This design comes from an exercise in tuning for small area, a short achievable clock period and few clock cycles per item on the open sky130 flow, not from production work.
At most, simulation tests tie the RTL to the original design; equivalence was not proved.

==> flow/design.v <==
`default_nettype none
package trit_dma_pkg;
    typedef logic [128-1:0] mword_t;
    typedef logic [28-1:0] maddr_t;
    typedef logic [32-1:0] sword_t;
    typedef logic [3-1:0] saddr_t;
    typedef logic [1:0] trit_t;
    typedef logic [2*27-1:0] trit_row_t;
    typedef logic [63:0] tick_t;
    typedef enum logic [1:0] {
        IDLE,
        LOAD,
        STORE,
        DONE
    } seq_state_t;
endpackage
`default_nettype wire
`timescale 1ns/1ps
`default_nettype none
module trit_dma_top (
    input  wire                       i_clk,
    input  wire                       i_arst,
    output logic                      o_finish_int,
    input  wire                       i_slave_write,
    input  wire                       i_slave_read,
    input  trit_dma_pkg::saddr_t      i_slave_address,
    input  trit_dma_pkg::sword_t      i_slave_writedata,
    input  wire [32/8-1:0]   i_slave_byteenable,
    output trit_dma_pkg::sword_t      o_slave_readdata,
    output logic                      o_slave_waitrequest,
    output logic                      o_slave_readdatavalid,
    output trit_dma_pkg::maddr_t      o_master_address,
    output logic                      o_master_read,
    output logic                      o_master_write,
    output trit_dma_pkg::mword_t      o_master_writedata,
    output logic [16-1:0]      o_master_byteenable,
    input  wire                       i_master_waitrequest,
    input  trit_dma_pkg::mword_t      i_master_readdata,
    input  wire                       i_master_readdatavalid
);
    localparam int DEPTH = 3;           
    localparam int PTR_W = (DEPTH > 1) ? $clog2(DEPTH) : 1;
    localparam int NB    = 16;
    localparam int LASTW = 6 - 1;
    trit_dma_pkg::sword_t src_reg;
    trit_dma_pkg::sword_t dst_reg;
    trit_dma_pkg::tick_t  tick_cnt;
    logic                 busy;
    logic                 finish;
    logic                 first;      
    logic                 start;
    assign o_slave_waitrequest   = 1'b0;
    assign o_slave_readdatavalid = i_slave_read;
    assign o_finish_int          = finish;
    assign start = i_slave_write && (i_slave_address == 3'd0) &&
                   i_slave_byteenable[0] && i_slave_writedata[1];
    always_ff @(posedge i_clk or posedge i_arst) begin
        if (i_arst) begin
            src_reg <= '0;
            dst_reg <= '0;
        end else if (i_slave_write) begin
            for (int i = 0; i < 32/8; i++) begin
                if (i_slave_byteenable[i]) begin
                    if (i_slave_address == 3'd1) src_reg[8*i +: 8] <= i_slave_writedata[8*i +: 8];
                    if (i_slave_address == 3'd2) dst_reg[8*i +: 8] <= i_slave_writedata[8*i +: 8];
                end
            end
        end
    end
    always_ff @(posedge i_clk or posedge i_arst) begin
        if (i_arst) begin
            tick_cnt <= '0;
        end else if (first) begin
            tick_cnt <= '0;
        end else if (busy) begin
            tick_cnt <= tick_cnt + 1'b1;
        end
    end
    always_comb begin
        case (i_slave_address)
            3'd0:      o_slave_readdata = {30'd0, busy, finish};
            3'd1:     o_slave_readdata = src_reg;
            3'd2:     o_slave_readdata = dst_reg;
            3'd3: o_slave_readdata = tick_cnt[31:0];
            3'd4: o_slave_readdata = tick_cnt[63:32];
            default:         o_slave_readdata = '0;
        endcase
    end
    logic [2:0]       rd_idx;     
    logic [2:0]       wr_idx;     
    logic [1:0]       avail;      
    logic [1:0]       cred;       
    logic             rd_q;
    logic             wr_q;
    logic             rd_acc;
    logic             wr_acc;
    logic             last_wr;
    logic [2:0]       rd_idx_n;
    logic [2:0]       wr_idx_n;
    logic [1:0]       avail_n;
    logic [1:0]       cred_n;
    logic             room_n;
    logic             rd_n;
    logic             wr_n;
    trit_dma_pkg::maddr_t addr_q;     
    assign o_master_read       = rd_q;
    assign o_master_write      = wr_q;
    assign rd_acc              = rd_q && !i_master_waitrequest;
    assign wr_acc              = wr_q && !i_master_waitrequest;
    assign last_wr             = wr_acc && (wr_idx == 3'(LASTW));
    assign o_master_byteenable = {16{1'b1}};
    assign o_master_address    = addr_q;
    assign rd_idx_n = rd_idx + 3'(rd_acc);
    assign wr_idx_n = wr_idx + 3'(wr_acc);
    assign avail_n  = avail + 2'(i_master_readdatavalid) - 2'(wr_acc);
    assign cred_n   = cred - 2'(rd_acc) + 2'(wr_acc);
    assign room_n   = (rd_idx_n != 3'(LASTW + 1)) && (cred_n != 2'd0);
    assign rd_n     = (rd_q && i_master_waitrequest) ||
                      (!(wr_q && i_master_waitrequest) && room_n);
    assign wr_n     = (wr_q && i_master_waitrequest) ||
                      (!(rd_q && i_master_waitrequest) && !room_n && (avail_n != 2'd0));
    trit_dma_pkg::maddr_t base_n;
    logic [2:0]           idx_n;
    assign base_n = (wr_n && !start) ? dst_reg[28-1:0] : src_reg[28-1:0];
    assign idx_n  = start ? 3'd0 : wr_n ? wr_idx_n : rd_idx_n;
    always_ff @(posedge i_clk) begin
        addr_q <= base_n + 28'(idx_n);
    end
    always_ff @(posedge i_clk or posedge i_arst) begin
        if (i_arst) begin
            busy   <= 1'b0;
            finish <= 1'b0;
            first  <= 1'b0;
            rd_q   <= 1'b0;
            wr_q   <= 1'b0;
            rd_idx <= '0;
            wr_idx <= '0;
            avail  <= '0;
            cred   <= '0;
        end else begin
            first <= start;
            if (start) begin
                busy   <= 1'b1;
                finish <= 1'b0;
                rd_q   <= 1'b1;
                wr_q   <= 1'b0;
                rd_idx <= '0;
                wr_idx <= '0;
                avail  <= '0;
                cred   <= 2'(DEPTH);
            end else begin
                rd_idx <= rd_idx_n;
                wr_idx <= wr_idx_n;
                avail  <= avail_n;
                cred   <= cred_n;
                if (last_wr) begin
                    busy   <= 1'b0;
                    finish <= 1'b1;
                    rd_q   <= 1'b0;
                    wr_q   <= 1'b0;
                end else if (busy) begin
                    rd_q <= rd_n;
                    wr_q <= wr_n;
                end
            end
        end
    end
    logic [2*NB-1:0]  buf_q [DEPTH];
    logic [DEPTH-1:0] rx_sel;     
    logic [DEPTH-1:0] wr_sel;     
    logic             tail_ok;    
    always_ff @(posedge i_clk or posedge i_arst) begin
        if (i_arst) begin
            rx_sel  <= DEPTH'(1);
            wr_sel  <= DEPTH'(1);
            tail_ok <= 1'b1;
        end else if (start) begin
            rx_sel  <= DEPTH'(1);
            wr_sel  <= DEPTH'(1);
            tail_ok <= 1'b1;
        end else begin
            if (i_master_readdatavalid) rx_sel <= {rx_sel[DEPTH-2:0], rx_sel[DEPTH-1]};
            if (wr_acc) begin
                wr_sel  <= {wr_sel[DEPTH-2:0], wr_sel[DEPTH-1]};
                tail_ok <= (wr_idx != 3'(LASTW - 1));
            end
        end
    end
    always_ff @(posedge i_clk) begin
        for (int e = 0; e < DEPTH; e++) begin
            if (i_master_readdatavalid && rx_sel[e]) begin
                for (int j = 0; j < NB; j++) buf_q[e][2*j +: 2] <= i_master_readdata[8*j +: 2];
            end
        end
    end
    always_comb begin
        logic [1:0] t;
        for (int j = 0; j < NB; j++) begin
            t = '0;
            for (int e = 0; e < DEPTH; e++) begin
                if (wr_sel[e] && (j == 0 || e != (LASTW % DEPTH) || tail_ok)) t = t | buf_q[e][2*j +: 2];
            end
            o_master_writedata[8*j +: 8] = {{6{t[1]}}, t};
        end
    end
endmodule
`default_nettype wire
Settings: LEC_CHECK=0, CAP_MARGIN=20, CORE_MARGIN=2, CORE_UTILIZATION=65, CTS_CLUSTER_DIAMETER=100, CTS_CLUSTER_SIZE=25, SETUP_SLACK_MARGIN=2.0, SLEW_MARGIN=20, TNS_END_PERCENT=0; clock period 5.0 ns.
standard.sh (not shown) runs the stock make flow with config.mk's settings and CLKGATE_MAP_FILE= SYNTH_SCRIPT=/design/flow/synth_recipe.tcl, a recipe that flattens the netlist after the stock synthesis.
==> flow/flow/run.sh <==
#!/bin/bash
set -euo pipefail
cd "$(dirname "$0")/.."
bash standard.sh BUFFER_PORTS_ARGS="-buffer_cell sky130_fd_sc_hd__buf_1" finish > standard_flow.log 2>&1
==> next run, changes <==
--- a/flow/design.v
+++ b/flow/design.v
@@ -119,12 +119,14 @@
                       (!(wr_q && i_master_waitrequest) && room_n);
     assign wr_n     = (wr_q && i_master_waitrequest) ||
                       (!(rd_q && i_master_waitrequest) && !room_n && (avail_n != 2'd0));
-    trit_dma_pkg::maddr_t base_n;
-    logic [2:0]           idx_n;
-    assign base_n = (wr_n && !start) ? dst_reg[28-1:0] : src_reg[28-1:0];
-    assign idx_n  = start ? 3'd0 : wr_n ? wr_idx_n : rd_idx_n;
     always_ff @(posedge i_clk) begin
-        addr_q <= base_n + 28'(idx_n);
+        if (start) begin
+            addr_q <= src_reg[28-1:0];
+        end else if (wr_n) begin
+            addr_q <= dst_reg[28-1:0] + 28'(wr_idx_n);
+        end else begin
+            addr_q <= src_reg[28-1:0] + 28'(rd_idx_n);
+        end
     end
     always_ff @(posedge i_clk or posedge i_arst) begin
         if (i_arst) begin
The changed run produced a clean layout. Area after synthesis went up by 2.1%. Sequential share of layout area is lower by 0.92 points. Via count grows by 7.7%. Worst setup slack improves by 640 ps. Cell count increases by 4.0%. Worst hold slack got worse by 7.4 ps. Non-clock buffer count decreases by 4. Clock skew decreases by 4.1 ps. Final area climbs by 2.0%. Register-to-register slack is better by 740 ps. Routed wire length came out higher by 10%.
Testbench counts after the change, summed over its fixed seeds: cycles 5,654, transfers 320.
For the first run of this note, only the layout was checked, not whether the RTL still works.

separate check: timing with driven ports:
The flow's constraints put no driver on any port. The routed layouts listed below were extracted and timed again, unchanged, in two steps. Step 1: set_driving_cell puts a clkbuf_16 on i_clk and a buf_2 on each other input, an assumption about the parent block. Step 2 times the ports against the registers' clock, not the clock port: input delays grow and output delays shrink by t, the midpoint of the rising clock arrivals with the driver on. Slacks: no drivers / after step 1 / after step 2; pairs: no drivers / after step 1.
run	shift t [ns]	setup slack, ns	slew at the worst register clock pin (ns)	worst data-port slew with drivers (ns)
the first run	0.529	1.103 / 1.123 / 0.594	0.10 / 0.10	0.10
the second run	0.538	1.748 / 1.679 / 1.269	0.10 / 0.10	0.09
After both steps setup and hold are still met in every run listed. The setup slack of the first run, which loses most, moves by +0.020 ns with the drivers and by -0.509 ns with both steps.
